Context: an optimization exercise on an open-source flow, tuned for small area and a short achievable clock period. The choices shown serve that exercise and are no tape-out recipe. The RTL was checked by simulation tests, not by an equivalence proof against the original design. Power is estimated from default activity; no workload was simulated.

--- config.mk ---
export PLATFORM = sky130hd
export DESIGN_NAME = cpu_core
export DESIGN_NICKNAME = cpu_core
export VERILOG_FILES = /design/flow/design.v
export SDC_FILE = /design/flow/constraint.sdc
export NUM_CORES = 4
export LEC_CHECK = 0
export CAP_MARGIN = 20
export CORE_MARGIN = 2
export CORE_UTILIZATION = 45
export CTS_BUF_LIST = sky130_fd_sc_hd__clkbuf_8
export SETUP_SLACK_MARGIN = 4
export SLEW_MARGIN = 20
export SYNTH_HIERARCHICAL = 1
export TNS_END_PERCENT = 5
--- constraint.sdc ---
create_clock -name core_clock -period 11.0 [get_ports {clk_i}]
set_input_delay 2.2000 -clock core_clock [delete_from_list [all_inputs] [get_ports {clk_i}]]
set_output_delay 2.2000 -clock core_clock [all_outputs]
set_load 0.01 [all_outputs]
--- design.v ---
`default_nettype none
package cpu_pkg;
	localparam logic [5:0] OP_SPECIAL = 6'h00;
	localparam logic [5:0] OP_J       = 6'h02;
	localparam logic [5:0] OP_BEQ     = 6'h04;
	localparam logic [5:0] OP_BNE     = 6'h05;
	localparam logic [5:0] OP_ADDIU   = 6'h09;
	localparam logic [5:0] OP_SLTI    = 6'h0a;
	localparam logic [5:0] OP_ANDI    = 6'h0c;
	localparam logic [5:0] OP_ORI     = 6'h0d;
	localparam logic [5:0] OP_XORI    = 6'h0e;
	localparam logic [5:0] OP_LUI     = 6'h0f;
	localparam logic [5:0] OP_LW      = 6'h23;
	localparam logic [5:0] OP_SW      = 6'h2b;
	localparam logic [5:0] FN_ADDU = 6'h21;
	localparam logic [5:0] FN_SUBU = 6'h23;
	localparam logic [5:0] FN_AND  = 6'h24;
	localparam logic [5:0] FN_OR   = 6'h25;
	localparam logic [5:0] FN_XOR  = 6'h26;
	localparam logic [5:0] FN_NOR  = 6'h27;
	localparam logic [5:0] FN_SLT  = 6'h2a;
	localparam logic [5:0] FN_SLTU = 6'h2b;
	typedef struct packed {
		logic b_is_rt;       
		logic b_sext;        
		logic b_upper;       
		logic sub;           
		logic sel_add;       
		logic sel_and;
		logic sel_or;
		logic sel_xor;
		logic sel_nor;
		logic sel_slt;       
		logic sel_sltu;      
		logic sel_b;         
		logic dst_is_rd;
		logic reg_write;
		logic mem_read;
		logic mem_write;
		logic beq;
		logic bne;
		logic jump;
	} ctrl_t;
endpackage
`default_nettype wire
`timescale 1ns/10ps
`default_nettype none
module cpu_decoder (
	input  wire logic [32-1:0] instr_i,
	output cpu_pkg::ctrl_t          ctrl_o
);
	logic [5:0] op;
	logic [5:0] fn;
	assign op = instr_i[31:26];
	assign fn = instr_i[5:0];
	always_comb begin
		ctrl_o = '0;
		case (op)
			cpu_pkg::OP_SPECIAL: begin
				ctrl_o.b_is_rt   = 1'b1;
				ctrl_o.dst_is_rd = 1'b1;
				ctrl_o.reg_write = 1'b1;
				case (fn)
					cpu_pkg::FN_ADDU: ctrl_o.sel_add = 1'b1;
					cpu_pkg::FN_SUBU: begin ctrl_o.sel_add = 1'b1; ctrl_o.sub = 1'b1; end
					cpu_pkg::FN_AND:  ctrl_o.sel_and = 1'b1;
					cpu_pkg::FN_OR:   ctrl_o.sel_or  = 1'b1;
					cpu_pkg::FN_XOR:  ctrl_o.sel_xor = 1'b1;
					cpu_pkg::FN_NOR:  ctrl_o.sel_nor = 1'b1;
					cpu_pkg::FN_SLT:  begin ctrl_o.sel_slt  = 1'b1; ctrl_o.sub = 1'b1; end
					cpu_pkg::FN_SLTU: begin ctrl_o.sel_sltu = 1'b1; ctrl_o.sub = 1'b1; end
					default:          ctrl_o.reg_write = 1'b0;
				endcase
			end
			cpu_pkg::OP_ADDIU: begin
				ctrl_o.b_sext = 1'b1; ctrl_o.sel_add = 1'b1; ctrl_o.reg_write = 1'b1;
			end
			cpu_pkg::OP_SLTI: begin
				ctrl_o.b_sext = 1'b1; ctrl_o.sub = 1'b1; ctrl_o.sel_slt = 1'b1; ctrl_o.reg_write = 1'b1;
			end
			cpu_pkg::OP_ANDI: begin ctrl_o.sel_and = 1'b1; ctrl_o.reg_write = 1'b1; end
			cpu_pkg::OP_ORI:  begin ctrl_o.sel_or  = 1'b1; ctrl_o.reg_write = 1'b1; end
			cpu_pkg::OP_XORI: begin ctrl_o.sel_xor = 1'b1; ctrl_o.reg_write = 1'b1; end
			cpu_pkg::OP_LUI: begin
				ctrl_o.b_upper = 1'b1; ctrl_o.sel_b = 1'b1; ctrl_o.reg_write = 1'b1;
			end
			cpu_pkg::OP_LW: begin ctrl_o.mem_read = 1'b1; ctrl_o.reg_write = 1'b1; end
			cpu_pkg::OP_SW:  ctrl_o.mem_write = 1'b1;
			cpu_pkg::OP_BEQ: ctrl_o.beq  = 1'b1;
			cpu_pkg::OP_BNE: ctrl_o.bne  = 1'b1;
			cpu_pkg::OP_J:   ctrl_o.jump = 1'b1;
			default: ;
		endcase
	end
endmodule
`default_nettype wire
`timescale 1ns/10ps
`default_nettype none
module cpu_regfile (
	input  wire logic               clk_i,
	input  wire logic               rst_i,
	input  wire logic [5-1:0] rs_idx_i,
	input  wire logic [5-1:0] rt_idx_i,
	output      logic [32-1:0] rs_data_o,
	output      logic [32-1:0] rt_data_o,
	input  wire logic [5-1:0] wr_idx_i,
	input  wire logic [32-1:0] wr_data_i,
	input  wire logic               wr_en_i
);
	logic [32-1:1][32-1:0] regs;
	logic [32-1:1]              wen;
	logic [32-1:1]              rs_sel;
	logic [32-1:1]              rt_sel;
	logic [32-1:0]                 wdata;
	assign wdata = rst_i ? '0 : wr_data_i;
	for (genvar r = 1; r < 32; r++) begin : g_reg
		assign wen[r]    = rst_i | (wr_en_i & (wr_idx_i == r));
		assign rs_sel[r] = (rs_idx_i == r);
		assign rt_sel[r] = (rt_idx_i == r);
		always_ff @(posedge clk_i) begin
			if (wen[r])
				regs[r] <= wdata;
		end
	end
	cpu_rdport u_rs (.regs_i(regs), .sel_i(rs_sel), .data_o(rs_data_o));
	cpu_rdport u_rt (.regs_i(regs), .sel_i(rt_sel), .data_o(rt_data_o));
endmodule
`default_nettype wire
`default_nettype none
module cpu_rdport (
	input  wire logic [32-1:1][32-1:0] regs_i,
	input  wire logic [32-1:1]              sel_i,
	output      logic [32-1:0]                 data_o
);
	always_comb begin
		data_o = '0;
		for (int r = 1; r < 32; r++)
			data_o = data_o | (regs_i[r] & {32{sel_i[r]}});
	end
endmodule
`default_nettype wire
`timescale 1ns/10ps
`default_nettype none
module cpu_alu (
	input  cpu_pkg::ctrl_t          ctrl_i,
	input  wire logic [32-1:0] a_i,
	input  wire logic [32-1:0] b_i,
	output      logic [32-1:0] result_o
);
	logic [32-1:0] sum;
	logic               cout;
	logic               lt_s;
	logic               lt_u;
	logic [32-1:0] x_ab;       
	logic [32-1:0] a_ab;       
	logic [32-1:0] o_ab;
	cpu_add #(.W(32), .ARCH(1)) u_add (
		.a_i    (a_i),
		.b_i    (b_i ^ {32{ctrl_i.sub}}),
		.cin_i  (ctrl_i.sub),
		.s_o    (sum),
		.cout_o (cout),
		.p_o    (x_ab),
		.g_o    (a_ab)
	);
	assign o_ab = x_ab | a_ab;
	assign lt_u = ~cout;
	assign lt_s = (a_i[32-1] ^ b_i[32-1]) ? a_i[32-1] : ~cout;
	assign result_o = ({32{ctrl_i.sel_add}} & sum)
	                | ({32{ctrl_i.sel_and}} & a_ab)
	                | ({32{ctrl_i.sel_or}}  & o_ab)
	                | ({32{ctrl_i.sel_xor}} & x_ab)
	                | ({32{ctrl_i.sel_nor}} & ~o_ab)
	                | ({32{ctrl_i.sel_b}}   & b_i)
	                | {{(32-1){1'b0}}, (ctrl_i.sel_slt & lt_s) | (ctrl_i.sel_sltu & lt_u)};
endmodule
`default_nettype wire
`default_nettype none
module cpu_add #(
	parameter int W    = 32,
	parameter int ARCH = 0
) (
	input  wire logic [W-1:0] a_i,
	input  wire logic [W-1:0] b_i,
	input  wire logic         cin_i,
	output      logic [W-1:0] s_o,
	output      logic         cout_o,
	output      logic [W-1:0] p_o,           
	output      logic [W-1:0] g_o            
);
	localparam int N = W + 1;            
	localparam int L = (N <= 16) ? 4 : (N <= 32) ? 5 : 6;     
	logic [N-1:0] g [0:2*L];
	logic [N-1:0] p [0:2*L];
	logic [W-1:0] hp;                    
	assign hp   = a_i ^ b_i;
	assign p_o  = hp;
	assign g_o  = a_i & b_i;
	assign g[0] = {g_o, cin_i};
	assign p[0] = {hp, 1'b0};
	if (ARCH == 0) begin : g_ks
		for (genvar l = 0; l < L; l++) begin : g_lvl
			for (genvar i = 0; i < N; i++) begin : g_pos
				if (i >= (1 << l)) begin : g_op
					assign g[l+1][i] = g[l][i] | (p[l][i] & g[l][i-(1<<l)]);
					assign p[l+1][i] = p[l][i] & p[l][i-(1<<l)];
				end else begin : g_cp
					assign g[l+1][i] = g[l][i];
					assign p[l+1][i] = p[l][i];
				end
			end
		end
		for (genvar l = L; l < 2*L; l++) begin : g_fill
			assign g[l+1] = g[l];
			assign p[l+1] = p[l];
		end
	end else if (ARCH == 2) begin : g_sk
		for (genvar l = 0; l < L; l++) begin : g_lvl
			for (genvar i = 0; i < N; i++) begin : g_pos
				if ((i >> l) & 1) begin : g_op
					localparam int J = ((i >> l) << l) - 1;
					assign g[l+1][i] = g[l][i] | (p[l][i] & g[l][J]);
					assign p[l+1][i] = p[l][i] & p[l][J];
				end else begin : g_cp
					assign g[l+1][i] = g[l][i];
					assign p[l+1][i] = p[l][i];
				end
			end
		end
		for (genvar l = L; l < 2*L; l++) begin : g_fill
			assign g[l+1] = g[l];
			assign p[l+1] = p[l];
		end
	end else begin : g_bk
		for (genvar l = 0; l < L; l++) begin : g_up
			for (genvar i = 0; i < N; i++) begin : g_pos
				if (((i + 1) % (2 << l)) == 0) begin : g_op
					assign g[l+1][i] = g[l][i] | (p[l][i] & g[l][i-(1<<l)]);
					assign p[l+1][i] = p[l][i] & p[l][i-(1<<l)];
				end else begin : g_cp
					assign g[l+1][i] = g[l][i];
					assign p[l+1][i] = p[l][i];
				end
			end
		end
		for (genvar k = 0; k < L; k++) begin : g_dn
			localparam int D = 1 << (L - 1 - k);
			for (genvar i = 0; i < N; i++) begin : g_pos
				if ((i >= 2*D) && (((i + 1) % (2*D)) == D)) begin : g_op
					assign g[L+k+1][i] = g[L+k][i] | (p[L+k][i] & g[L+k][i-D]);
					assign p[L+k+1][i] = p[L+k][i] & p[L+k][i-D];
				end else begin : g_cp
					assign g[L+k+1][i] = g[L+k][i];
					assign p[L+k+1][i] = p[L+k][i];
				end
			end
		end
	end
	assign s_o    = hp ^ g[2*L][W-1:0];
	assign cout_o = g[2*L][W];
endmodule
`default_nettype wire
`timescale 1ns/10ps
`default_nettype none
module cpu_pc (
	input  wire logic               clk_i,
	input  wire logic               rst_i,
	input  wire logic               beq_i,
	input  wire logic               bne_i,
	input  wire logic               jump_i,
	input  wire logic               eq_i,        
	input  wire logic [15:0]        imm_i,       
	input  wire logic [25:0]        target_i,    
	output      logic [32-1:0] pc_o
);
	logic [32-3:0] pc_q;
	logic [32-3:0] pc_plus1;
	logic [32-3:0] pc_branch;
	logic [32-3:0] pc_other;
	logic               taken;
	assign inc_c[0] = 1'b1;
	for (genvar i = 1; i < 32-2; i++) begin : g_inc
		assign inc_c[i] = inc_c[i-1] & pc_q[i-1];
	end
	assign pc_plus1 = pc_q ^ inc_c;
	logic               br_cout;
	logic [32-3:0] br_p;
	logic [32-3:0] br_g;
	logic [32-3:0] inc_c;      
	cpu_add #(.W(32-2), .ARCH(1)) u_br (
		.a_i    (pc_q),
		.b_i    ({{(32-18){imm_i[15]}}, imm_i}),
		.cin_i  (1'b1),
		.s_o    (pc_branch),
		.cout_o (br_cout),
		.p_o    (br_p),
		.g_o    (br_g)
	);
	assign pc_other  = jump_i ? {pc_plus1[32-3:32-6], target_i} : pc_plus1;
	assign taken     = (beq_i & eq_i) | (bne_i & ~eq_i);
	always_ff @(posedge clk_i) begin
		if (rst_i)
			pc_q <= '0;
		else
			pc_q <= taken ? pc_branch : pc_other;
	end
	assign pc_o = {pc_q, 2'b00};
endmodule
`default_nettype wire
`timescale 1ns/10ps
`default_nettype none
module cpu_core (
	input  wire logic               clk_i,
	input  wire logic               rst_i,
	output      logic [32-1:0] imem_addr_o,
	input  wire logic [32-1:0] imem_data_i,     
	output      logic [32-1:0] dmem_addr_o,
	output      logic [32-1:0] dmem_wdata_o,
	input  wire logic [32-1:0] dmem_rdata_i,    
	output      logic               dmem_wr_o,       
	output      logic               dmem_rd_o
);
	cpu_pkg::ctrl_t ctrl;
	logic [5-1:0] rs_idx;
	logic [5-1:0] rt_idx;
	logic [5-1:0] rd_idx;
	logic [5-1:0] dst_idx;
	logic [15:0]        imm;
	logic [25:0]        target;
	logic [32-1:0] rs_data;
	logic [32-1:0] rt_data;
	logic [32-1:0] src_b;
	logic [32-1:0] alu_result;
	logic [32-1:0] wb_data;
	assign rs_idx = imem_data_i[25:21];
	assign rt_idx = imem_data_i[20:16];
	assign rd_idx = imem_data_i[15:11];
	assign imm    = imem_data_i[15:0];
	assign target = imem_data_i[25:0];
	cpu_decoder u_decoder (
		.instr_i (imem_data_i),
		.ctrl_o  (ctrl)
	);
	cpu_pc u_pc (
		.clk_i    (clk_i),
		.rst_i    (rst_i),
		.beq_i    (ctrl.beq),
		.bne_i    (ctrl.bne),
		.jump_i   (ctrl.jump),
		.eq_i     (rs_data == rt_data),
		.imm_i    (imm),
		.target_i (target),
		.pc_o     (imem_addr_o)
	);
	assign dst_idx = ctrl.dst_is_rd ? rd_idx : rt_idx;
	assign wb_data = ctrl.mem_read ? dmem_rdata_i : alu_result;
	cpu_regfile u_regfile (
		.clk_i     (clk_i),
		.rst_i     (rst_i),
		.rs_idx_i  (rs_idx),
		.rt_idx_i  (rt_idx),
		.rs_data_o (rs_data),
		.rt_data_o (rt_data),
		.wr_idx_i  (dst_idx),
		.wr_data_i (wb_data),
		.wr_en_i   (ctrl.reg_write)
	);
	always_comb begin
		if (ctrl.b_is_rt)      src_b = rt_data;
		else if (ctrl.b_sext)  src_b = {{(32-16){imm[15]}}, imm};
		else if (ctrl.b_upper) src_b = {imm, 16'h0000};
		else                   src_b = {{(32-16){1'b0}}, imm};
	end
	cpu_alu u_alu (
		.ctrl_i   (ctrl),
		.a_i      (rs_data),
		.b_i      (src_b),
		.result_o (alu_result)
	);
	cpu_addr_add u_addr (
		.a_i   (rs_data),
		.imm_i (imm),
		.s_o   (dmem_addr_o)
	);
	assign dmem_wdata_o = rt_data;
	assign dmem_rd_o    = ctrl.mem_read;
	assign dmem_wr_o    = ctrl.mem_write & ~rst_i;
endmodule
`default_nettype wire
`default_nettype none
module cpu_addr_add (
	input  wire logic [32-1:0] a_i,
	input  wire logic [15:0]        imm_i,
	output      logic [32-1:0] s_o
);
	logic       cout;
	logic [32-1:0] p;
	logic [32-1:0] g;
	cpu_add #(.W(32), .ARCH(0)) u_add (
		.a_i    (a_i),
		.b_i    ({{(32-16){imm_i[15]}}, imm_i}),
		.cin_i  (1'b0),
		.s_o    (s_o),
		.cout_o (cout),
		.p_o    (p),
		.g_o    (g)
	);
endmodule
`default_nettype wire
--- flow/run.sh ---
#!/bin/bash
# Own layout flow: the standard ORFS flow, with two modules mapped by
# hand instead of by ABC: the register-file read ports (flow/gen_rdport.py)
# and the load/store address adder (flow/gen_addr.py). Ports get buf_2
# buffers. Every tool's output goes to a log file in this folder.
set -euo pipefail
W=$(pwd)

# hand-mapped cells
python3 flow/gen_rdport.py "$W/rdport_cells.v" > "$W/gen_rdport.log" 2>&1
python3 flow/gen_addr.py "$W/addr_cells.v" > "$W/gen_addr.log" 2>&1

# The standard flow's synthesis script, with those modules swapped before flattening
python3 - "$W" <<'PY' > "$W/my_synth.log" 2>&1
import sys
w = sys.argv[1]
s = open(f"{w}/synth_recipe.tcl").read()
swap = (
    "yosys delete cpu_rdport cpu_addr_add\n"
    f"yosys read_verilog {w}/rdport_cells.v\n"
    f"yosys read_verilog {w}/addr_cells.v\n"
    "yosys hierarchy -top $::env(DESIGN_NAME)\n"
)
key = "setattr -mod -unset keep_hierarchy"
assert key in s
s = s.replace(key, swap + key, 1)
open(f"{w}/my_synth.tcl", "w").write(s)
print(s)
PY

bash standard.sh SYNTH_SCRIPT="$W/my_synth.tcl" BUFFER_PORTS_ARGS="-buffer_cell sky130_fd_sc_hd__buf_2" finish > "$W/make_finish.log" 2>&1
--- flow/gen_addr.py ---
#!/usr/bin/env python3
"""Writes the cpu_addr_add module (s = a + sext(imm), 32 bits) as
sky130_fd_sc_hd cells: a Kogge-Stone carry tree of alternating
o21ai/a21oi levels, with inverters only where a finished carry meets a
level of the other polarity."""
import sys
W = 32
out = sys.argv[1] if len(sys.argv) > 1 else "addr_cells.v"
o = ["module cpu_addr_add (a_i, imm_i, s_o);",
     f"  input [{W-1}:0] a_i;", "  input [15:0] imm_i;", f"  output [{W-1}:0] s_o;"]
n = [0]
def cell(typ, pins):
    n[0] += 1
    y = f"aa_w{n[0]}"
    o.append(f"  wire {y};")
    o.append(f"  sky130_fd_sc_hd__{typ} aa_c{n[0]} (" + ", ".join(f".{p}({s})" for p, s in pins) + f", .Y({y}));")
    return y
def b(i):
    return f"imm_i[{min(i, 15)}]"
# level 0: active-low generate and transmit per bit
G = {}; T = {}   # position -> (signal, polarity) ; polarity 1 = active high
for i in range(W):
    G[i] = (cell("nand2_1", [("A", f"a_i[{i}]"), ("B", b(i))]), 0)
    T[i] = (cell("nor2_1", [("A", f"a_i[{i}]"), ("B", b(i))]), 0)
P = [cell("xnor2_1", [("A", f"a_i[{i}]"), ("B", b(i))]) for i in range(W)]   # ~(a ^ b)
inv_cache = {}
def as_pol(sig, pol, want):
    if pol == want:
        return sig
    if sig not in inv_cache:
        inv_cache[sig] = cell("inv_1", [("A", sig)])
    return inv_cache[sig]
# prefix levels: G[i] covers bits max(0, i-2^l+1)..i
l = 0
while (1 << l) < W:
    d = 1 << l
    nG = dict(G); nT = dict(T)
    for i in range(d, W):
        gh, ph = G[i]; th, _ = T[i]
        gl = as_pol(G[i - d][0], G[i - d][1], ph)
        full = (i - d) < d      # the low group reaches bit 0: it is a finished carry, no T needed
        if ph == 0:     # inputs active low -> o21ai gives active-high G
            nG[i] = (cell("o21ai_0", [("A1", th), ("A2", gl), ("B1", gh)]), 1)
            if not (i < 2 * d):
                tl = as_pol(T[i - d][0], T[i - d][1], 0)
                nT[i] = (cell("nor2_1", [("A", th), ("B", tl)]), 1)
        else:           # inputs active high -> a21oi gives active-low G
            nG[i] = (cell("a21oi_1", [("A1", th), ("A2", gl), ("B1", gh)]), 0)
            if not (i < 2 * d):
                tl = as_pol(T[i - d][0], T[i - d][1], 1)
                nT[i] = (cell("nand2_1", [("A", th), ("B", tl)]), 0)
        if i < 2 * d:
            nT.pop(i, None)
    G, T = nG, nT
    l += 1
# sums: s0 = p0, si = p_i ^ G[i-1]
for i in range(W):
    if i == 0:
        o.append(f"  sky130_fd_sc_hd__inv_1 aa_s0 (.A({P[0]}), .Y(s_o[0]));")
        continue
    c, pol = G[i - 1]
    # P holds ~p: s = p ^ c = ~P ^ c ; xnor(P, c) = ~(P ^ c) = p ^ c when c active high
    if pol == 1:
        o.append(f"  sky130_fd_sc_hd__xnor2_1 aa_s{i} (.A({P[i]}), .B({c}), .Y(s_o[{i}]));")
    else:
        o.append(f"  sky130_fd_sc_hd__xor2_1 aa_s{i} (.A({P[i]}), .B({c}), .X(s_o[{i}]));")
o.append("endmodule")
open(out, "w").write("\n".join(o) + "\n")
--- flow/gen_rdport.py ---
#!/usr/bin/env python3
"""Writes rdport_cells.v: the cpu_rdport read-port module (31 registers by
one-hot select, 32 bits) as sky130_fd_sc_hd cells: a222oi groups of three
registers, then a nand tree and an or3 per bit."""
W, R = 32, 31
o = []
o.append("module cpu_rdport (regs_i, sel_i, data_o);")
o.append(f"  input [{R*W-1}:0] regs_i;")
o.append(f"  input [{R-1}:0] sel_i;")
o.append(f"  output [{W-1}:0] data_o;")
for b in range(W):
    def d(r):  # register r (1..31), bit b; packed [31:1] puts r1 at the bottom
        return f"regs_i[{(r-1)*W + b}]"
    def s(r):
        return f"sel_i[{r-1}]"
    t = []
    for k in range(10):
        r0 = 3*k + 1
        n = f"rp_t{b}_{k}"
        o.append(f"  wire {n};")
        o.append(f"  sky130_fd_sc_hd__a222oi_1 rp_a{b}_{k} (.A1({s(r0)}), .A2({d(r0)}), .B1({s(r0+1)}), .B2({d(r0+1)}), .C1({s(r0+2)}), .C2({d(r0+2)}), .Y({n}));")
        t.append(n)
    n = f"rp_t{b}_10"
    o.append(f"  wire {n};")
    o.append(f"  sky130_fd_sc_hd__nand2_1 rp_n{b}_10 (.A({s(31)}), .B({d(31)}), .Y({n}));")
    t.append(n)
    for j, (grp, cell) in enumerate([(t[0:4], "nand4_1"), (t[4:8], "nand4_1"), (t[8:11], "nand3_1")]):
        n = f"rp_u{b}_{j}"
        o.append(f"  wire {n};")
        pins = "".join(f".{p}({x}), " for p, x in zip("ABCD", grp))
        o.append(f"  sky130_fd_sc_hd__{cell} rp_m{b}_{j} ({pins}.Y({n}));")
    o.append(f"  sky130_fd_sc_hd__or3_1 rp_o{b} (.A(rp_u{b}_0), .B(rp_u{b}_1), .C(rp_u{b}_2), .X(data_o[{b}]));")
o.append("endmodule")
open("rdport_cells.v", "w").write("\n".join(o) + "\n")
--- standard.sh ---
#!/bin/bash
# synth_recipe.tcl (not shown) runs the flow's synth.tcl, then flattens the netlist and writes it again
# the make line also repeats each setting of config.mk as NAME=value (left out here)
make -C /OpenROAD-flow-scripts/flow DESIGN_CONFIG=/design/flow/config.mk WORK_HOME=/design/flow/orfs CLKGATE_MAP_FILE= SYNTH_SCRIPT=/design/flow/synth_recipe.tcl "${@:-finish}"
==> results.yml, run 1 <==
grt:
  grt_pass1_vias: 38900
  grt_pass1_wl_um: 292000
  antenna_found_initial: 8
  track_usage: 0.376
  grt_overflow: 0
  grt_max_degree: 75
hold_path:
  hold_path_end: "u_pc.pc_q[29]"
  worstHoldStart: "u_pc.pc_q[29]"
  hp-class: "flop to flop"
  hold_depth: 2
final_layout:
  layout_commonest_cell: "edfxtp_1"
  multi_input_area_mm2: 0.0196
  area_delta_synth_final_pct: 25.0
  nets: 4308
  fill_cells: 8448
  drive_gt1_frac: 0.289
  layout_common_cells: "edfxtp_1 (992), a222oi_1 (672), buf_4 (309), nand2_1 (241), clkbuf_8 (170)"
  fin_cells: 5667
  seqCellArea_mm2: 0.0304
clock_network:
  cts.clk_slew.worst_paths_ps: 60
  clkLatencyLatePin_ps: 900
  cts_root_buf: "clkbuf_8"
  clock_path_buffers: 3
  cts_buffers: 169
  htreeDepth: 4
  tritoncts: "built"
  cts.sinks: 1022
yosys:
  synth_area_mm2: 0.0483
  avgSynthCellArea_um2: 14.2
  synth_cells: 3409
  yosysWarnings: 20
detailed_routing:
  routedWlPerCell_um: 38.3
  firstDrtPassIters: 15
  avgViaCountPerCell: 7.42
  drt_iter0_drc: 10600
  num_vias: 42000
  drt-total-wl_um: 217000
  drc: 0
  ant_nets: 0
timing:
  fmax_mhz: 125
  final_max_slew_viol_count: 0
  setup_tns_ps: 0
  finalHoldViolCount: 0
  fin_ws_ps: 2990
  setup_viol: 0
  max-slew-margin-rel: 0.177
  skew_ps: 60.8
  worst_pin_slew_ps: 1230
  rsz0062_at_grt: "true"
  timing.final.crit_share: 0.728
  fin_crit_ps: 8010
critical_path:
  rr_endpoint: "u_pc.pc_q[29]"
  rr_worst_depth: 30
  start_kind: "input port"
  reg2reg_slack_ps: 4990
  reg2reg_from: "u_pc.pc_q[0]"
  path_max_fanout: 8
  endpoint_kind: "output pin"
  worstSetupPathType: "input port to output pin"
  cp.arrival_ps: 5810
  cp.required_ps: 8800
die:
  pin_count: 164
  die_h_um: 332
  die_area_mm2: 0.110
  std_cell_rows: 120
  initial_core_util: 0.453
  die_x_um: 332
  core_area_mm2: 0.107
place:
  post-place-ws_ps: 1650
  io_buffer_count: 161
  place_inst: 5030
  globalplace.congestion: 1.01
  dp_hpwl_um: 122000
flow_run:
  maxCapViolCount: 0
power_and_ir_drop:
  ir_worst_vdd_v: 0.000113
  power.density_mw_per_mm2: 152
  p_leak_nw: 22.5
  total_power_mw: 9.16
run_status:
  outcome: "finished clean"
-- per-stage QoR --
step	utilization	area [um^2]	hold WS, ps
after global placement	0.491	52400	552
after CTS	0.556	59300	579
after detailed placement	0.491	52400	569
final	0.566	60400	575
after floorplan	-	48800	580
after global routing	0.566	60400	603
-- metal layers --
metal | GRT usage | vias up | wire (um)
met5 | 0.00564 | - | 146
met4 | 0.268 | 12 | 18200
met3 | 0.153 | 837 | 35800
met2 | 0.540 | 3976 | 90800
met1 | 0.458 | 20700 | 72200
li1 | - | 16600 | -
-- timing repair --
item / in CTS / in global routing
cloned: 30 / 8
resized for setup: 407 / 82
setup endpoints to repair: 994 / 907
setup buffers: 231 / 54
hold buffers: 0 / 0
pin swaps: 249 / 101
-- worst max-delay path, stage by stage --
cell and delay [ps]:
buf_16 110, or3b_4 290, nor3_4 70, buf_6 130, buf_12 130, buf_16 150
a222oi_1 360, nand4_1 430, or3_4 600, nor2_4 210, nor2_1 130, a21oi_2 260
o21ai_2 100, a21oi_1 120, o21ai_1 90, xnor2_1 240, buf_2 180
-- sequential cells by signal, summed over array words and instances, names as in the netlist --
signal	cells
u_regfile.regs	992
u_pc.pc_q	30
-- power by group --
group          leakage, nW  internal [mW]  switching, mW
Clock                 1.81           1.50           1.58
Combinational         10.2          0.514           1.01
Sequential            10.5           4.46         0.0955
-- how the worst max path moves through the flow --
| stage | start | to | slack [ps] |
|---|---|---|---|
| 6_report | imem_data_i[21] | dmem_addr_o[21] | 2990 |
| 4_1_cts | imem_data_i[21] | dmem_addr_o[31] | 3260 |
| 3_5_place_dp | imem_data_i[19] | u_regfile.regs[346] | 1650 |
| 3_3_place_gp | imem_data_i[16] | u_regfile.regs[126] | 1760 |
| 5_1_grt | imem_data_i[25] | dmem_addr_o[15] | 3070 |
| 2_1_floorplan | imem_data_i[19] | u_regfile.regs[116] | 3750 |
-- area by class of cell --
type	count	share of cell area
timing repair buffer	584	0.0872
antenna	7	0.000290
sequential	1022	0.503
inverter	88	0.00547
clock buffer	170	0.0387
tap	1403	0.0291
clock inverter	137	0.0116
multi-input combinational	2256	0.325
==> run 2: changes to the inputs <==
--- a/design.v
+++ b/design.v
@@ -153,7 +153,8 @@
 	logic               lt_u;
 	logic [32-1:0] x_ab;       
-	logic [32-1:0] a_ab;       
+	logic [32-1:0] n_ab;       
+	logic [32-1:0] a_ab;
 	logic [32-1:0] o_ab;
-	cpu_add #(.W(32), .ARCH(1)) u_add (
+	cpu_alu_add u_add (
 		.a_i    (a_i),
 		.b_i    (b_i ^ {32{ctrl_i.sub}}),
@@ -162,6 +163,7 @@
 		.cout_o (cout),
 		.p_o    (x_ab),
-		.g_o    (a_ab)
+		.gn_o   (n_ab)
 	);
+	assign a_ab = ~n_ab;
 	assign o_ab = x_ab | a_ab;
 	assign lt_u = ~cout;
@@ -176,4 +178,27 @@
 endmodule
 `default_nettype wire
+`default_nettype none
+module cpu_alu_add (
+	input  wire logic [32-1:0] a_i,
+	input  wire logic [32-1:0] b_i,
+	input  wire logic               cin_i,
+	output      logic [32-1:0] s_o,
+	output      logic               cout_o,
+	output      logic [32-1:0] p_o,         
+	output      logic [32-1:0] gn_o         
+);
+	logic [32-1:0] g;
+	cpu_add #(.W(32), .ARCH(0)) u_add (
+		.a_i    (a_i),
+		.b_i    (b_i),
+		.cin_i  (cin_i),
+		.s_o    (s_o),
+		.cout_o (cout_o),
+		.p_o    (p_o),
+		.g_o    (g)
+	);
+	assign gn_o = ~g;
+endmodule
+`default_nettype wire
 `default_nettype none
 module cpu_add #(
--- a/flow/run.sh
+++ b/flow/run.sh
@@ -1,6 +1,7 @@
 #!/bin/bash
 # Own layout flow: the standard ORFS flow, with two modules mapped by
-# hand instead of by ABC: the register-file read ports (flow/gen_rdport.py)
-# and the load/store address adder (flow/gen_addr.py). Ports get buf_2
+# hand instead of by ABC: the register-file read ports (flow/gen_rdport.py),
+# the load/store address adder (flow/gen_addr.py) and the alu adder
+# (flow/gen_alu_add.py). Ports get buf_2
 # buffers. Every tool's output goes to a log file in this folder.
 set -euo pipefail
@@ -10,4 +11,5 @@
 python3 flow/gen_rdport.py "$W/rdport_cells.v" > "$W/gen_rdport.log" 2>&1
 python3 flow/gen_addr.py "$W/addr_cells.v" > "$W/gen_addr.log" 2>&1
+python3 flow/gen_alu_add.py "$W/alu_add_cells.v" > "$W/gen_alu_add.log" 2>&1
 
 # The standard flow's synthesis script, with those modules swapped before flattening
@@ -17,7 +19,8 @@
 s = open(f"{w}/synth_recipe.tcl").read()
 swap = (
-    "yosys delete cpu_rdport cpu_addr_add\n"
+    "yosys delete cpu_rdport cpu_addr_add cpu_alu_add\n"
     f"yosys read_verilog {w}/rdport_cells.v\n"
     f"yosys read_verilog {w}/addr_cells.v\n"
+    f"yosys read_verilog {w}/alu_add_cells.v\n"
     "yosys hierarchy -top $::env(DESIGN_NAME)\n"
 )
==> flow/gen_alu_add.py (new file) <==
#!/usr/bin/env python3
"""Writes the cpu_alu_add module (s = a + b + cin, 32 bits, with the carry
out, the half sums p = a ^ b and the inverted generates gn = ~(a & b)) as
sky130_fd_sc_hd cells: a Kogge-Stone carry tree of alternating o21ai/a21oi
levels over the carry-in and the 32 bits, with inverters only where a
finished carry meets a level of the other polarity."""
import sys
W = 32
out = sys.argv[1] if len(sys.argv) > 1 else "alu_add_cells.v"
o = ["module cpu_alu_add (a_i, b_i, cin_i, s_o, cout_o, p_o, gn_o);",
     f"  input [{W-1}:0] a_i;", f"  input [{W-1}:0] b_i;", "  input cin_i;",
     f"  output [{W-1}:0] s_o;", "  output cout_o;",
     f"  output [{W-1}:0] p_o;", f"  output [{W-1}:0] gn_o;"]
n = [0]
def cell(typ, pins, y=None, outpin="Y"):
    n[0] += 1
    if y is None:
        y = f"ka_w{n[0]}"
        o.append(f"  wire {y};")
    o.append(f"  sky130_fd_sc_hd__{typ} ka_c{n[0]} (" + ", ".join(f".{p}({s})" for p, s in pins) + f", .{outpin}({y}));")
    return y
N = W + 1                       # position 0 is the carry-in, position k+1 is bit k
G = {}; T = {}                  # position -> (signal, polarity); polarity 1 = active high
G[0] = (cell("inv_1", [("A", "cin_i")]), 0)
for k in range(W):
    G[k + 1] = (cell("nand2_1", [("A", f"a_i[{k}]"), ("B", f"b_i[{k}]")], y=f"gn_o[{k}]"), 0)
    T[k + 1] = (cell("nor2_1", [("A", f"a_i[{k}]"), ("B", f"b_i[{k}]")]), 0)
P = [cell("xor2_1", [("A", f"a_i[{k}]"), ("B", f"b_i[{k}]")], y=f"p_o[{k}]", outpin="X") for k in range(W)]
inv_cache = {}
def as_pol(sig, pol, want):
    if pol == want:
        return sig
    if sig not in inv_cache:
        inv_cache[sig] = cell("inv_1", [("A", sig)])
    return inv_cache[sig]
l = 0
while (1 << l) < N:
    d = 1 << l
    nG = dict(G); nT = dict(T)
    for i in range(d, N):
        gh, ph = G[i]; th = T[i][0]
        gl = as_pol(G[i - d][0], G[i - d][1], ph)
        if ph == 0:
            nG[i] = (cell("o21ai_0", [("A1", th), ("A2", gl), ("B1", gh)]), 1)
        else:
            nG[i] = (cell("a21oi_1", [("A1", th), ("A2", gl), ("B1", gh)]), 0)
        if i >= 2 * d:          # the group does not reach position 0 yet: it still needs its transmit
            tl = as_pol(T[i - d][0], T[i - d][1], ph)
            nT[i] = (cell("nor2_1" if ph == 0 else "nand2_1", [("A", th), ("B", tl)]), 1 - ph)
        else:
            nT.pop(i, None)
    G, T = nG, nT
    l += 1
# carry into bit k is G[k] (positions 0..k); s_k = p_k ^ c_k
for k in range(W):
    c, pol = G[k]
    if pol == 1:
        cell("xor2_1", [("A", P[k]), ("B", c)], y=f"s_o[{k}]", outpin="X")
    else:
        cell("xnor2_1", [("A", P[k]), ("B", c)], y=f"s_o[{k}]")
c, pol = G[W]
if pol == 1:
    cell("buf_1", [("A", c)], y="cout_o", outpin="X")
else:
    cell("inv_1", [("A", c)], y="cout_o")
o.append("endmodule")
open(out, "w").write("\n".join(o) + "\n")
--- a/config.mk
+++ b/config.mk
@@ -9,5 +9,7 @@
 export CORE_MARGIN = 2
 export CORE_UTILIZATION = 45
-export CTS_BUF_LIST = sky130_fd_sc_hd__clkbuf_8
+export CTS_BUF_LIST = sky130_fd_sc_hd__clkbuf_16
+export CTS_CLUSTER_DIAMETER = 100
+export CTS_CLUSTER_SIZE = 20
 export SETUP_SLACK_MARGIN = 4
 export SLEW_MARGIN = 20
==> results.yml, run 2 <==
run_status:
  outcome: "finished clean"
critical_path:
  endpoint_kind: "output pin"
  rr_endpoint: "u_pc.pc_q[28]"
  slowest_delay_ps: 600
  crit_chain: "buf_16 > or3b_4 > buf_12 > buf_12 > buf_4 > nor2_4 > a222oi_1 > nand4_1 > or3_4 > nor2_4 > o21ai_2 > a21oi_1 > o21ai_1 > a21oi_1 > o21ai_1 > xnor2_1 > buf_2"
  reg2reg_slack_ps: 4910
  start_kind: "input port"
  critical_path.slowest_cell: "or3_4"
  rr_worst_depth: 30
  reg2reg_from: "u_pc.pc_q[1]"
  crit_family: "simple AND/OR/NAND/NOR gates"
  cp.required_ps: 8800
  cp.arrival_ps: 5720
  worstSetupPathType: "input port to output pin"
  path_max_fanout: 6
  crit_buf_inv: 5
final_layout:
  drive_gt1_frac: 0.258
  utilization: 0.546
  area_delta_synth_final_pct: 20.1
  layout_common_cells: "edfxtp_1 (992), a222oi_1 (672), buf_4 (297), nand2_1 (274), nor2_1 (150)"
  fill_cells: 8899
  regMostFlops: "u_regfile.regs"
  nets: 4277
  finalInstanceArea_mm2: 0.0586
  largest_register_ffs: 992
  largest_registers: "u_regfile.regs (992), u_pc.pc_q (30)"
  layout_commonest_cell: "edfxtp_1"
place:
  io_buffer_count: 161
  post-place-ws_ps: 1490
  placed_area_mm2: 0.0529
  dp_hpwl_um: 126000
  globalplace.congestion: 0.998
clock_network:
  cts.sinks: 1022
  clock_path_buffers: 3
  cts.clk_slew.worst_paths_ps: 80
  cts_buffers: 58
  cts_root_buf: "clkbuf_16"
  htreeDepth: 2
  tritoncts: "built"
  clkLatencyLatePin_ps: 680
  postCtsHoldBufs: 0
detailed_routing:
  avgViaCountPerCell: 7.52
  ant_nets: 0
  drt-total-wl_um: 211000
  num_vias: 41800
  drt_iter0_drc: 11100
  route.met3.wl_um: 33100
  firstDrtPassIters: 13
  routedWlPerCell_um: 37.9
  drc: 0
  drt-met1-wl_um: 71000
  top_layer_used: "met5"
  met2_wirelength_um: 89200
power_and_ir_drop:
  ir_worst_vdd_v: 0.000124
  power.density_mw_per_mm2: 142
  p_leak_nw: 20.8
  total_power_mw: 8.30
timing:
  skew_ps: 32.0
  fin_crit_ps: 7920
  max-slew-margin-rel: 0.191
  fin_ws_ps: 3080
  finalHoldViolCount: 0
  worst_pin_slew_ps: 1210
  setup_tns_ps: 0
  timing.final.crit_share: 0.720
  rsz0062_at_grt: "true"
  fmax_mhz: 126
  final_max_slew_viol_count: 0
  setup_viol: 0
die:
  core_area_mm2: 0.107
  initial_core_util: 0.455
  die_x_um: 333
  pin_count: 164
  std_cell_rows: 120
  die_h_um: 333
  die_area_mm2: 0.111
grt:
  grt_max_degree: 71
  track_usage: 0.361
  antenna_found_initial: 5
  grt_pass1_wl_um: 286000
  grt_pass1_vias: 38100
  grt_overflow: 0
hold_path:
  hp-class: "flop to flop"
  hold_depth: 2
  hold_path_end: "u_pc.pc_q[29]"
  worstHoldStart: "u_pc.pc_q[29]"
yosys:
  avgSynthCellArea_um2: 13.6
  synth_area_mm2: 0.0488
  synth_cells: 3590
  yosysWarnings: 17
flow_run:
  maxCapViolCount: 0
## run 2: worst max path at each step
stage	from	to	slack, ps	cells after the start
after global placement	imem_data_i[16]	u_regfile.regs[95]	1570	21
after global routing	imem_data_i[21]	dmem_addr_o[28]	3110	17
after detailed placement	imem_data_i[16]	u_regfile.regs[63]	1490	21
after floorplan	imem_data_i[19]	u_regfile.regs[125]	3810	20
after CTS	imem_data_i[21]	dmem_addr_o[26]	3320	16
final	imem_data_i[21]	dmem_addr_o[26]	3080	17
## run 2: metal layers
layer  vias up  global-route usage
li1      16800                   -
met1     20600               0.461
met2      3766               0.538
met3       690               0.107
met4         2               0.232
met5         -                   0
## run 2: through the flow
stage / cells / hold WS (ps)
2_1_floorplan: 3591 / 580
3_3_place_gp: 5217 / 557
3_5_place_dp: 5217 / 574
4_1_cts: 5494 / 595
5_1_grt: 5558 / 636
6_report: 5562 / 582
## run 2: what timing repair did
| item | CTS | global route |
|---|---|---|
| pin swaps | 229 | 149 |
| gates cloned | 20 | 2 |
| hold endpoints to repair | 0 | 0 |
| resized for setup | 333 | 176 |
| setup endpoints to repair | 1061 | 953 |
| buffers inserted | 181 | 62 |
## run 2: worst min-delay path, cell delays in order (launching register included)
cell,delay (ps)
dfxtp_1,340
xnor2_1,140
a211oi_1,60
## run 2: cell type report
class | count | area (um^2) | share of cell area
Sequential cell | 1022 | 30400 | 0.519
Multi-Input combinational cell | 2458 | 20100 | 0.344
Timing Repair Buffer | 538 | 4480 | 0.0764
Tap cell | 1403 | 1760 | 0.0300
Clock buffer | 59 | 1480 | 0.0252
Inverter | 61 | 229 | 0.00391
Clock inverter | 17 | 98.8 | 0.00169
Antenna cell | 4 | 10.0 | 0.000171
## run 2: power breakdown
| group | total [mW] | switching, mW | internal, mW | leakage [nW] |
|---|---|---|---|---|
| logic | 1.54 | 1.05 | 0.494 | 9.48 |
| clock network | 2.21 | 1.25 | 0.964 | 0.816 |
| registers | 4.54 | 0.0932 | 4.45 | 10.5 |
| total | 8.30 | 2.39 | 5.91 | 20.8 |
==> run 3: changes to the inputs <==
--- a/config.mk
+++ b/config.mk
@@ -12,5 +12,5 @@
 export CTS_CLUSTER_DIAMETER = 100
 export CTS_CLUSTER_SIZE = 20
-export SETUP_SLACK_MARGIN = 4
+export SETUP_SLACK_MARGIN = 3.5
 export SLEW_MARGIN = 20
 export SYNTH_HIERARCHICAL = 1
==> results.yml, run 3 <==
timing:
  finalHoldViolCount: 0
  rsz0062_at_grt: "true"
  max-slew-margin-rel: 0.199
  setup_viol: 0
  setup_tns_ps: 0
  skew_ps: 35.1
  worst_pin_slew_ps: 1200
  timing.hold.ws_ps: 568
  fin_crit_ps: 8100
  final_max_slew_viol_count: 0
  timing.final.crit_share: 0.736
  fmax_mhz: 123
die:
  initial_core_util: 0.455
  core_area_mm2: 0.107
  pin_count: 164
  std_cell_rows: 120
  die_x_um: 333
  die_area_mm2: 0.111
  die_h_um: 333
critical_path:
  critical_path.slowest_cell: "or3_4"
  cp.required_ps: 8800
  slowest_delay_ps: 700
  start_kind: "input port"
  cp.arrival_ps: 5900
  path_max_fanout: 6
  crit_chain: "buf_16 > or3b_4 > buf_6 > nor2_4 > buf_12 > buf_6 > a222oi_1 > nand4_1 > or3_4 > nor2_4 > nor2_4 > a21oi_4 > o21ai_1 > a21oi_1 > xor2_1 > buf_2"
  crit_top_cell: "nor2_4"
  endpoint_kind: "output pin"
  worstSetupPathType: "input port to output pin"
place:
  globalplace.congestion: 1.04
  dp_hpwl_um: 126000
  place_inst: 5225
  io_buffer_count: 161
  placed_area_mm2: 0.0529
final_layout:
  finalInstanceArea_mm2: 0.0585
  layout_commonest_cell: "edfxtp_1"
  nets: 4268
  area_delta_synth_final_pct: 19.9
  largest_register_ffs: 992
  regMostFlops: "u_regfile.regs"
  fin_cells: 5551
  fill_cells: 8827
  drive_gt1_frac: 0.244
  layout_common_cells: "edfxtp_1 (992), a222oi_1 (672), nand2_1 (282), buf_4 (277), nor2_1 (164)"
  largest_registers: "u_regfile.regs (992), u_pc.pc_q (30)"
detailed_routing:
  num_vias: 41900
  avgViaCountPerCell: 7.55
  drc: 0
  firstDrtPassIters: 15
  routedWlPerCell_um: 38.8
  ant_nets: 0
  drt-total-wl_um: 215000
  drt_iter0_drc: 10200
grt:
  grt_pass1_vias: 38600
  track_usage: 0.370
  grt_max_degree: 71
  antenna_found_initial: 15
  grt_pass1_wl_um: 291000
  grt_overflow: 0
clock_network:
  cts.sinks: 1022
  clkLatencyLatePin_ps: 710
  clock_path_buffers: 3
  postCtsHoldBufs: 0
  cts_root_buf: "clkbuf_16"
  htreeDepth: 2
  tritoncts: "built"
  cts_buffers: 58
  cts.clk_slew.worst_paths_ps: 80
yosys:
  yosysWarnings: 17
  synth_cells: 3590
  avgSynthCellArea_um2: 13.6
  synth_area_mm2: 0.0488
power_and_ir_drop:
  total_power_mw: 8.30
  p_leak_nw: 20.8
  ir_worst_vdd_v: 0.000135
  power.density_mw_per_mm2: 142
flow_run:
  maxCapViolCount: 0
hold_path:
  hp-class: "flop to flop"
run_status:
  outcome: "finished clean"
[run 3: cell type report]
cell class / count / area (um^2) / share of cell area
diodes: 3 / 7.51 / 0.000128
clock buffers: 58 / 1450 / 0.0248
clock inverters: 17 / 119 / 0.00203
inverters: 61 / 229 / 0.00392
multi-input cells: 2466 / 19900 / 0.341
flip-flops and latches: 1022 / 30400 / 0.520
well taps: 1403 / 1760 / 0.0300
repair buffers: 521 / 4590 / 0.0785
[run 3: what timing repair did]
item | 4_1_cts | 5_1_grt
cloned | 33 | 4
endpoints found under the hold margin | 0 | 0
setup endpoints to repair | 939 | 912
pin swaps | 188 | 62
setup buffers | 171 | 40
resized for setup | 345 | 92
[run 3: final timing paths]
check / startpoint / endpoint / slack [ps] / depth (start not counted)
worst max-delay path: imem_data_i[21] / dmem_addr_o[16] / 2900 / 16
worst min-delay path: u_pc.pc_q[29] / u_pc.pc_q[29] / 570 / 2
worst max register to register: u_pc.pc_q[0] / u_pc.pc_q[29] / 4860 / 30
worst min register to register: u_pc.pc_q[29] / u_pc.pc_q[29] / 570 / 2
[run 3: metal layers]
metal,global-route usage,vias to the layer above,wire [um]
li1,-,16800,-
met1,0.466,20600,72900
met2,0.547,3764,91500
met3,0.117,759,32900
met4,0.248,10,18000
met5,0,-,60
[run 3: through the flow]
step | util | setup WS (ps)
after CTS | 0.537 | 3240
after global placement | 0.493 | 1800
after global routing | 0.545 | 2950
final | 0.545 | 2900
after floorplan | - | 3500
after detailed placement | 0.493 | 1790
[run 3: power breakdown]
part,switching [mW],leakage (nW),internal (mW)
registers,0.0924,10.5,4.45
logic,1.05,9.49,0.481
clock network,1.27,0.807,0.953
[run 3: critical path, delay by kind of cell]
kind | cells | cell delay, ps
simple gates | 6 | 1970
compound gates | 4 | 740
buf+inv | 5 | 700
xor+xnor | 1 | 270
==> run 4: changes to the inputs <==
--- a/flow/run.sh
+++ b/flow/run.sh
@@ -1,4 +1,4 @@
 #!/bin/bash
-# Own layout flow: the standard ORFS flow, with two modules mapped by
+# Own layout flow: the standard ORFS flow, with three modules mapped by
 # hand instead of by ABC: the register-file read ports (flow/gen_rdport.py),
 # the load/store address adder (flow/gen_addr.py) and the alu adder
--- a/config.mk
+++ b/config.mk
@@ -12,4 +12,5 @@
 export CTS_CLUSTER_DIAMETER = 100
 export CTS_CLUSTER_SIZE = 20
+export GPL_ROUTABILITY_DRIVEN = 0
 export SETUP_SLACK_MARGIN = 3.5
 export SLEW_MARGIN = 20
==> results.yml, run 4 <==
timing:
  timing.hold.ws_ps: 587
  fmax_mhz: 124
  skew_ps: 33.8
  finalHoldViolCount: 0
  setup_tns_ps: 0
  final_max_slew_viol_count: 0
  setup_viol: 0
  max-slew-margin-rel: 0.166
  rsz0062_at_grt: "true"
  worst_pin_slew_ps: 1250
  timing.final.crit_share: 0.733
  fin_crit_ps: 8060
clock_network:
  cts.sinks: 1022
  cts_buffers: 58
  tritoncts: "built"
  cts_root_buf: "clkbuf_16"
  cts.clk_slew.worst_paths_ps: 90
  postCtsHoldBufs: 0
  clock_path_buffers: 3
  clkLatencyLatePin_ps: 680
  htreeDepth: 2
detailed_routing:
  avgViaCountPerCell: 7.60
  drt-total-wl_um: 211000
  drt_iter0_drc: 9568
  firstDrtPassIters: 14
  num_vias: 41900
  routedWlPerCell_um: 38.2
  ant_nets: 0
  drc: 0
grt:
  grt_max_degree: 71
  grt_pass1_vias: 38500
  grt_pass1_wl_um: 286000
  antenna_found_initial: 6
  grt_overflow: 0
  track_usage: 0.361
yosys:
  synth_cells: 3590
  yosysWarnings: 17
  avgSynthCellArea_um2: 13.6
  synth_area_mm2: 0.0488
critical_path:
  endpoint_kind: "output pin"
  cp.required_ps: 8800
  cp.arrival_ps: 5860
  start_kind: "input port"
  reg2reg_from: "u_pc.pc_q[0]"
  path_max_fanout: 32
  critPathLaunch: "imem_data_i[22]"
  worstSetupPathType: "input port to output pin"
place:
  dp_hpwl_um: 125000
  io_buffer_count: 161
final_layout:
  layout_commonest_cell: "edfxtp_1"
  largest_registers: "u_regfile.regs (992), u_pc.pc_q (30)"
  utilization: 0.539
  area_delta_synth_final_pct: 18.5
  drive_gt1_frac: 0.236
  fill_cells: 8863
  regMostFlops: "u_regfile.regs"
  seqCellArea_mm2: 0.0304
  largest_register_ffs: 992
  layout_common_cells: "edfxtp_1 (992), a222oi_1 (672), nand2_1 (286), buf_4 (273), nor2_1 (167)"
  multi_input_area_mm2: 0.0198
  nets: 4230
power_and_ir_drop:
  power.density_mw_per_mm2: 144
  ir_worst_vdd_v: 0.000118
  p_leak_nw: 20.5
die:
  die_x_um: 333
  die_h_um: 333
  initial_core_util: 0.455
  pin_count: 164
  die_area_mm2: 0.111
  std_cell_rows: 120
  core_area_mm2: 0.107
flow_run:
  maxCapViolCount: 0
hold_path:
  worstHoldStart: "u_pc.pc_q[29]"
  hp-class: "flop to flop"
run_status:
  outcome: "finished clean"
[run 4: changes by cell type in the layout (fill, tap and decap cells not counted), moves of 4 or more]
cell	before	now
xor2_1	128	124
buf_8	5	10
nand2_1	282	286
a21oi_2	34	38
nor2_4	81	68
buf_12	53	31
buf_4	277	273
xor2_2	5	9
[run 4: critical path: stages]
cell      delay (ps)
buf_6            170
nand2b_4         250
nor2_4            40
buf_4            280
a222oi_1         440
nand4_1          530
or3_4            620
nor2_4           150
o21ai_2          120
a21oi_4          190
inv_1             80
a21oi_2          140
o21ai_1          110
xnor2_1          280
buf_2            190
[run 4: what timing repair did]
action,4_1_cts,5_1_grt
resized for setup,290,124
pin swaps,156,109
setup endpoints to repair,987,866
setup buffers,154,33
cloned,21,3
[run 4: path summary, 6_finish.rpt]
| kind | cells after the start | slack (ps) | to |
|---|---|---|---|
| setup / recovery | 15 | 2940 | dmem_addr_o[28] |
| hold reg to reg | 2 | 590 | u_pc.pc_q[29] |
| hold / removal | 2 | 590 | u_pc.pc_q[29] |
| setup reg to reg | 30 | 4880 | u_pc.pc_q[29] |
[run 4: metal layers]
metal  vias to the layer above  routed length [um]  global-route usage
met5                         -                  61                   0
met4                        10               17700               0.250
met3                       757               33400               0.112
met2                      3914               88700               0.531
met1                     20600               70900               0.456
li1                      16700                   -                   -
[run 4: metrics by stage]
| stage | total power [mW] | area (um^2) | setup WS (ps) | instances |
|---|---|---|---|---|
| after floorplan | 5.26 | 49000 | 3500 | 3591 |
| after global placement | 5.83 | 52800 | 1530 | 5222 |
| after detailed placement | 5.84 | 52800 | 1690 | 5223 |
| after CTS | 8.17 | 57000 | 3170 | 5474 |
| after global routing | 8.48 | 57800 | 2960 | 5511 |
| final | 8.31 | 57800 | 2940 | 5513 |
[run 4: layout make-up]
| class | instances | share of cell area |
|---|---|---|
| Sequential cell | 1022 | 0.526 |
| Multi-Input combinational cell | 2458 | 0.342 |
| Timing Repair Buffer | 491 | 0.0693 |
| Tap cell | 1403 | 0.0304 |
| Clock buffer | 61 | 0.0264 |
| Inverter | 61 | 0.00396 |
| Clock inverter | 15 | 0.00145 |
| Antenna cell | 2 | 0.0000866 |
[run 4: power by group]
group	total, mW	internal (mW)	leakage [nW]	switching, mW
sequential	4.54	4.45	10.5	0.0937
clock	2.24	0.992	0.831	1.25
combinational	1.53	0.482	9.18	1.04
total	8.31	5.92	20.5	2.39
==> run 5: changes to the inputs <==
--- a/design.v
+++ b/design.v
@@ -104,4 +104,5 @@
 	output      logic [32-1:0] rs_data_o,
 	output      logic [32-1:0] rt_data_o,
+	output      logic [32-1:0] rs_data_n_o,    
 	input  wire logic [5-1:0] wr_idx_i,
 	input  wire logic [32-1:0] wr_data_i,
@@ -123,6 +124,7 @@
 		end
 	end
-	cpu_rdport u_rs (.regs_i(regs), .sel_i(rs_sel), .data_o(rs_data_o));
-	cpu_rdport u_rt (.regs_i(regs), .sel_i(rt_sel), .data_o(rt_data_o));
+	logic [32-1:0] rt_data_n;
+	cpu_rdport u_rs (.regs_i(regs), .sel_i(rs_sel), .data_o(rs_data_o), .data_n_o(rs_data_n_o));
+	cpu_rdport u_rt (.regs_i(regs), .sel_i(rt_sel), .data_o(rt_data_o), .data_n_o(rt_data_n));
 endmodule
 `default_nettype wire
@@ -131,5 +133,6 @@
 	input  wire logic [32-1:1][32-1:0] regs_i,
 	input  wire logic [32-1:1]              sel_i,
-	output      logic [32-1:0]                 data_o
+	output      logic [32-1:0]                 data_o,
+	output      logic [32-1:0]                 data_n_o       
 );
 	always_comb begin
@@ -138,4 +141,5 @@
 			data_o = data_o | (regs_i[r] & {32{sel_i[r]}});
 	end
+	assign data_n_o = ~data_o;
 endmodule
 `default_nettype wire
@@ -355,4 +359,5 @@
 	logic [32-1:0] rs_data;
 	logic [32-1:0] rt_data;
+	logic [32-1:0] rs_data_n;
 	logic [32-1:0] src_b;
 	logic [32-1:0] alu_result;
@@ -387,4 +392,5 @@
 		.rs_data_o (rs_data),
 		.rt_data_o (rt_data),
+		.rs_data_n_o (rs_data_n),
 		.wr_idx_i  (dst_idx),
 		.wr_data_i (wb_data),
@@ -404,5 +410,5 @@
 	);
 	cpu_addr_add u_addr (
-		.a_i   (rs_data),
+		.a_n_i (rs_data_n),
 		.imm_i (imm),
 		.s_o   (dmem_addr_o)
@@ -415,5 +421,5 @@
 `default_nettype none
 module cpu_addr_add (
-	input  wire logic [32-1:0] a_i,
+	input  wire logic [32-1:0] a_n_i,       
 	input  wire logic [15:0]        imm_i,
 	output      logic [32-1:0] s_o
@@ -423,5 +429,5 @@
 	logic [32-1:0] g;
 	cpu_add #(.W(32), .ARCH(0)) u_add (
-		.a_i    (a_i),
+		.a_i    (~a_n_i),
 		.b_i    ({{(32-16){imm_i[15]}}, imm_i}),
 		.cin_i  (1'b0),
--- a/flow/run.sh
+++ b/flow/run.sh
@@ -1,4 +1,4 @@
 #!/bin/bash
-# Own layout flow: the standard ORFS flow, with three modules mapped by
+# Own layout flow: the standard ORFS flow, with two modules mapped by
 # hand instead of by ABC: the register-file read ports (flow/gen_rdport.py),
 # the load/store address adder (flow/gen_addr.py) and the alu adder
--- a/flow/gen_addr.py
+++ b/flow/gen_addr.py
@@ -1,4 +1,4 @@
 #!/usr/bin/env python3
-"""Writes the cpu_addr_add module (s = a + sext(imm), 32 bits) as
+"""Writes the cpu_addr_add module (s = ~a_n + sext(imm), 32 bits) as
 sky130_fd_sc_hd cells: a Kogge-Stone carry tree of alternating
 o21ai/a21oi levels, with inverters only where a finished carry meets a
@@ -7,12 +7,12 @@
 W = 32
 out = sys.argv[1] if len(sys.argv) > 1 else "addr_cells.v"
-o = ["module cpu_addr_add (a_i, imm_i, s_o);",
-     f"  input [{W-1}:0] a_i;", "  input [15:0] imm_i;", f"  output [{W-1}:0] s_o;"]
+o = ["module cpu_addr_add (a_n_i, imm_i, s_o);",
+     f"  input [{W-1}:0] a_n_i;", "  input [15:0] imm_i;", f"  output [{W-1}:0] s_o;"]
 n = [0]
-def cell(typ, pins):
+def cell(typ, pins, outpin="Y"):
     n[0] += 1
     y = f"aa_w{n[0]}"
     o.append(f"  wire {y};")
-    o.append(f"  sky130_fd_sc_hd__{typ} aa_c{n[0]} (" + ", ".join(f".{p}({s})" for p, s in pins) + f", .Y({y}));")
+    o.append(f"  sky130_fd_sc_hd__{typ} aa_c{n[0]} (" + ", ".join(f".{p}({s})" for p, s in pins) + f", .{outpin}({y}));")
     return y
 def b(i):
@@ -21,7 +21,7 @@
 G = {}; T = {}   # position -> (signal, polarity) ; polarity 1 = active high
 for i in range(W):
-    G[i] = (cell("nand2_1", [("A", f"a_i[{i}]"), ("B", b(i))]), 0)
-    T[i] = (cell("nor2_1", [("A", f"a_i[{i}]"), ("B", b(i))]), 0)
-P = [cell("xnor2_1", [("A", f"a_i[{i}]"), ("B", b(i))]) for i in range(W)]   # ~(a ^ b)
+    G[i] = (cell("nand2b_1", [("A_N", f"a_n_i[{i}]"), ("B", b(i))]), 0)        # ~(a & b)
+    T[i] = (cell("nor2b_1", [("A", b(i)), ("B_N", f"a_n_i[{i}]")]), 0)         # ~(a | b)
+P = [cell("xor2_1", [("A", f"a_n_i[{i}]"), ("B", b(i))], outpin="X") for i in range(W)]   # ~(a ^ b)
 inv_cache = {}
 def as_pol(sig, pol, want):
--- a/flow/gen_rdport.py
+++ b/flow/gen_rdport.py
@@ -1,12 +1,14 @@
 #!/usr/bin/env python3
 """Writes rdport_cells.v: the cpu_rdport read-port module (31 registers by
-one-hot select, 32 bits) as sky130_fd_sc_hd cells: a222oi groups of three
-registers, then a nand tree and an or3 per bit."""
+one-hot select, 32 bits, out both ways) as sky130_fd_sc_hd cells: a222oi
+groups of three registers, then a nand tree, a nor3 for the inverted data
+and an inverter for the data, per bit."""
 W, R = 32, 31
 o = []
-o.append("module cpu_rdport (regs_i, sel_i, data_o);")
+o.append("module cpu_rdport (regs_i, sel_i, data_o, data_n_o);")
 o.append(f"  input [{R*W-1}:0] regs_i;")
 o.append(f"  input [{R-1}:0] sel_i;")
 o.append(f"  output [{W-1}:0] data_o;")
+o.append(f"  output [{W-1}:0] data_n_o;")
 for b in range(W):
     def d(r):  # register r (1..31), bit b; packed [31:1] puts r1 at the bottom
@@ -30,5 +32,6 @@
         pins = "".join(f".{p}({x}), " for p, x in zip("ABCD", grp))
         o.append(f"  sky130_fd_sc_hd__{cell} rp_m{b}_{j} ({pins}.Y({n}));")
-    o.append(f"  sky130_fd_sc_hd__or3_1 rp_o{b} (.A(rp_u{b}_0), .B(rp_u{b}_1), .C(rp_u{b}_2), .X(data_o[{b}]));")
+    o.append(f"  sky130_fd_sc_hd__nor3_1 rp_o{b} (.A(rp_u{b}_0), .B(rp_u{b}_1), .C(rp_u{b}_2), .Y(data_n_o[{b}]));")
+    o.append(f"  sky130_fd_sc_hd__inv_2 rp_i{b} (.A(data_n_o[{b}]), .Y(data_o[{b}]));")
 o.append("endmodule")
-open("rdport_cells.v", "w").write("\n".join(o) + "\n")
+open(__import__("sys").argv[1] if len(__import__("sys").argv) > 1 else "rdport_cells.v", "w").write("\n".join(o) + "\n")
--- a/config.mk
+++ b/config.mk
@@ -12,6 +12,5 @@
 export CTS_CLUSTER_DIAMETER = 100
 export CTS_CLUSTER_SIZE = 20
-export GPL_ROUTABILITY_DRIVEN = 0
-export SETUP_SLACK_MARGIN = 3.5
+export SETUP_SLACK_MARGIN = 4
 export SLEW_MARGIN = 20
 export SYNTH_HIERARCHICAL = 1
==> results.yml, run 5 <==
run_status:
  outcome: "finished clean"
final_layout:
  regMostFlops: "u_regfile.regs"
  drive_gt1_frac: 0.267
  layout_common_cells: "edfxtp_1 (992), a222oi_1 (672), buf_4 (290), nand2_1 (250), xor2_1 (150)"
  nets: 4323
  largest_registers: "u_regfile.regs (992), u_pc.pc_q (30)"
  area_delta_synth_final_pct: 20.3
  finalInstanceArea_mm2: 0.0590
  layout_commonest_cell: "edfxtp_1"
  largest_register_ffs: 992
  utilization: 0.544
critical_path:
  worstSetupPathType: "input port to output pin"
  cp.arrival_ps: 5870
  cp.required_ps: 8800
  path_max_fanout: 8
  endpoint_kind: "output pin"
  start_kind: "input port"
detailed_routing:
  drc: 0
  num_vias: 41700
  drt-total-wl_um: 213000
  routedWlPerCell_um: 37.9
  firstDrtPassIters: 15
  ant_nets: 0
  avgViaCountPerCell: 7.41
  drt_iter0_drc: 10100
die:
  core_area_mm2: 0.109
  die_x_um: 334
  die_area_mm2: 0.112
  initial_core_util: 0.452
  std_cell_rows: 121
  die_h_um: 334
  pin_count: 164
power_and_ir_drop:
  clkPwrFrac: 0.275
  total_power_mw: 8.44
  switching_share: 0.290
  ir_worst_vdd_v: 0.000127
  p_leak_nw: 21.3
  p_comb_frac: 0.186
  power.density_mw_per_mm2: 143
  seqPwrFrac: 0.538
  p_sw_mw: 2.45
  p_int_mw: 5.99
timing:
  timing.final.crit_share: 0.733
  rsz0062_at_grt: "true"
  fmax_mhz: 124
  fin_crit_ps: 8070
  finalHoldViolCount: 0
  timing.hold.ws_ps: 586
  final_max_slew_viol_count: 0
  max-slew-margin-rel: 0.221
  worst_pin_slew_ps: 1170
  skew_ps: 51.1
  setup_viol: 0
  setup_tns_ps: 0
clock_network:
  cts.clk_slew.worst_paths_ps: 80
  tritoncts: "built"
  clkLatencyLatePin_ps: 740
  postCtsHoldBufs: 0
  cts_buffers: 59
  cts.sinks: 1022
  clock_path_buffers: 3
  htreeDepth: 2
  cts_root_buf: "clkbuf_16"
place:
  globalplace.congestion: 0.989
  dp_hpwl_um: 133000
  placed_area_mm2: 0.0534
  io_buffer_count: 161
grt:
  grt_pass1_wl_um: 291000
  track_usage: 0.368
  grt_max_degree: 71
  grt_pass1_vias: 39000
  grt_overflow: 0
  antenna_found_initial: 11
yosys:
  yosysWarnings: 17
  avgSynthCellArea_um2: 13.4
  synth_area_mm2: 0.0491
  synth_cells: 3651
flow_run:
  maxCapViolCount: 0
hold_path:
  hp-class: "flop to flop"
## run 5: changes by cell type in the layout (fill, tap and decap cells not counted), moves of 25 or more
cell	change
xor2_1	+26
inv_2	+65
nor3_2	+25
nor2b_4	+27
xnor2_1	-36
or3_4	-49
nand2_1	-36
## run 5: final timing paths
check / start / endpoint / slack [ps] / depth (start not counted)
max reg2reg: u_pc.pc_q[0] / u_pc.pc_q[29] / 5010 / 30
min reg2reg: u_pc.pc_q[29] / u_pc.pc_q[29] / 590 / 2
min: u_pc.pc_q[29] / u_pc.pc_q[29] / 590 / 2
max: imem_data_i[21] / dmem_addr_o[31] / 2930 / 16
## run 5: metal layers
layer	up-vias	routed length (um)	global-route usage
met1	20500	73600	0.462
met3	676	31900	0.119
met2	3647	90500	0.547
met5	-	117	0.00782
met4	10	16800	0.237
li1	16800	-	-
## run 5: layout make-up
type | instances | area (um^2)
timing repair buffer | 529 | 4340
fill | 8936 | 49500
multi-input combinational | 2447 | 20300
clock buffer | 60 | 1500
inverter | 126 | 475
tap | 1414 | 1770
antenna | 4 | 10.0
sequential | 1022 | 30400
clock inverter | 21 | 198
## run 5: worst max-delay path: stages
cell and delay (ps):
buf_16 120, or3b_4 310, nor2_4 90, buf_12 150, a222oi_1 480, nand4_1 610, nor3_4 470, buf_4 170
nand2b_4 150, o21ai_4 90, a21oi_4 190, o21ai_2 120, a21oi_2 180, o21ai_1 90, xnor2_1 220, buf_2 180
## run 5: what timing repair did
item	4_1_cts	5_1_grt
buffers inserted	170	42
setup endpoints to repair	1086	947
gates resized for setup	336	168
hold endpoints to repair	0	0
pin swaps	176	119
gates cloned	15	2
## run 5: metrics by stage
stage               setup WS [ps]  instances
floorplan                    3900       3652
global placement             1740       5309
detailed placement           1690       5309
CTS                          3160       5575
global route                 2880       5619
finish                       2930       5623
## run 5: power by group through the flow
stage	Combinational (mW)	Clock, mW	Sequential (mW)
after floorplan	0.680	0	4.60
after global placement	1.26	0	4.62
after detailed placement	1.26	0	4.63
after CTS	1.44	2.34	4.54
after global routing	1.62	2.47	4.56
final	1.57	2.32	4.55

## port drivers added, routing unchanged
The results above use ideal ports. As a check the final layouts listed here were re-extracted and re-timed, cells and wires unchanged. Step 1 assumes that a clkbuf_16 drives the clock port and a buf_2 every other input. Step 2 moves the port delays by t, midway between the first and last clock arrival at a register: inputs arrive t later, outputs are due t later. That takes back most of the time a late clock gives input paths. a / b / c = ideal ports / drivers / drivers and shift; a / b = the first two.
| run | t (ns) | setup WS [ns] | worst hold slack (ns) | cell pins on the clock port's net |
|---|---|---|---|---|
| run 1 | 0.951 | 2.987 / 2.857 / 2.379 | 0.575 / 0.575 / 0.575 | 1 |
| run 2 | 0.739 | 3.079 / 3.007 / 2.745 | 0.582 / 0.582 / 0.582 | 1 |
| run 3 | 0.760 | 2.900 / 2.761 / 2.467 | 0.568 / 0.568 / 0.568 | 1 |
| run 4 | 0.740 | 2.940 / 2.765 / 2.454 | 0.587 / 0.587 / 0.587 | 1 |
| run 5 | 0.782 | 2.934 / 2.871 / 2.558 | 0.586 / 0.586 / 0.586 | 1 |
After both steps setup and hold are still met in every run listed. For run 1, which loses most, drivers alone change the setup slack by -0.130 ns; drivers and shift together by -0.608 ns.
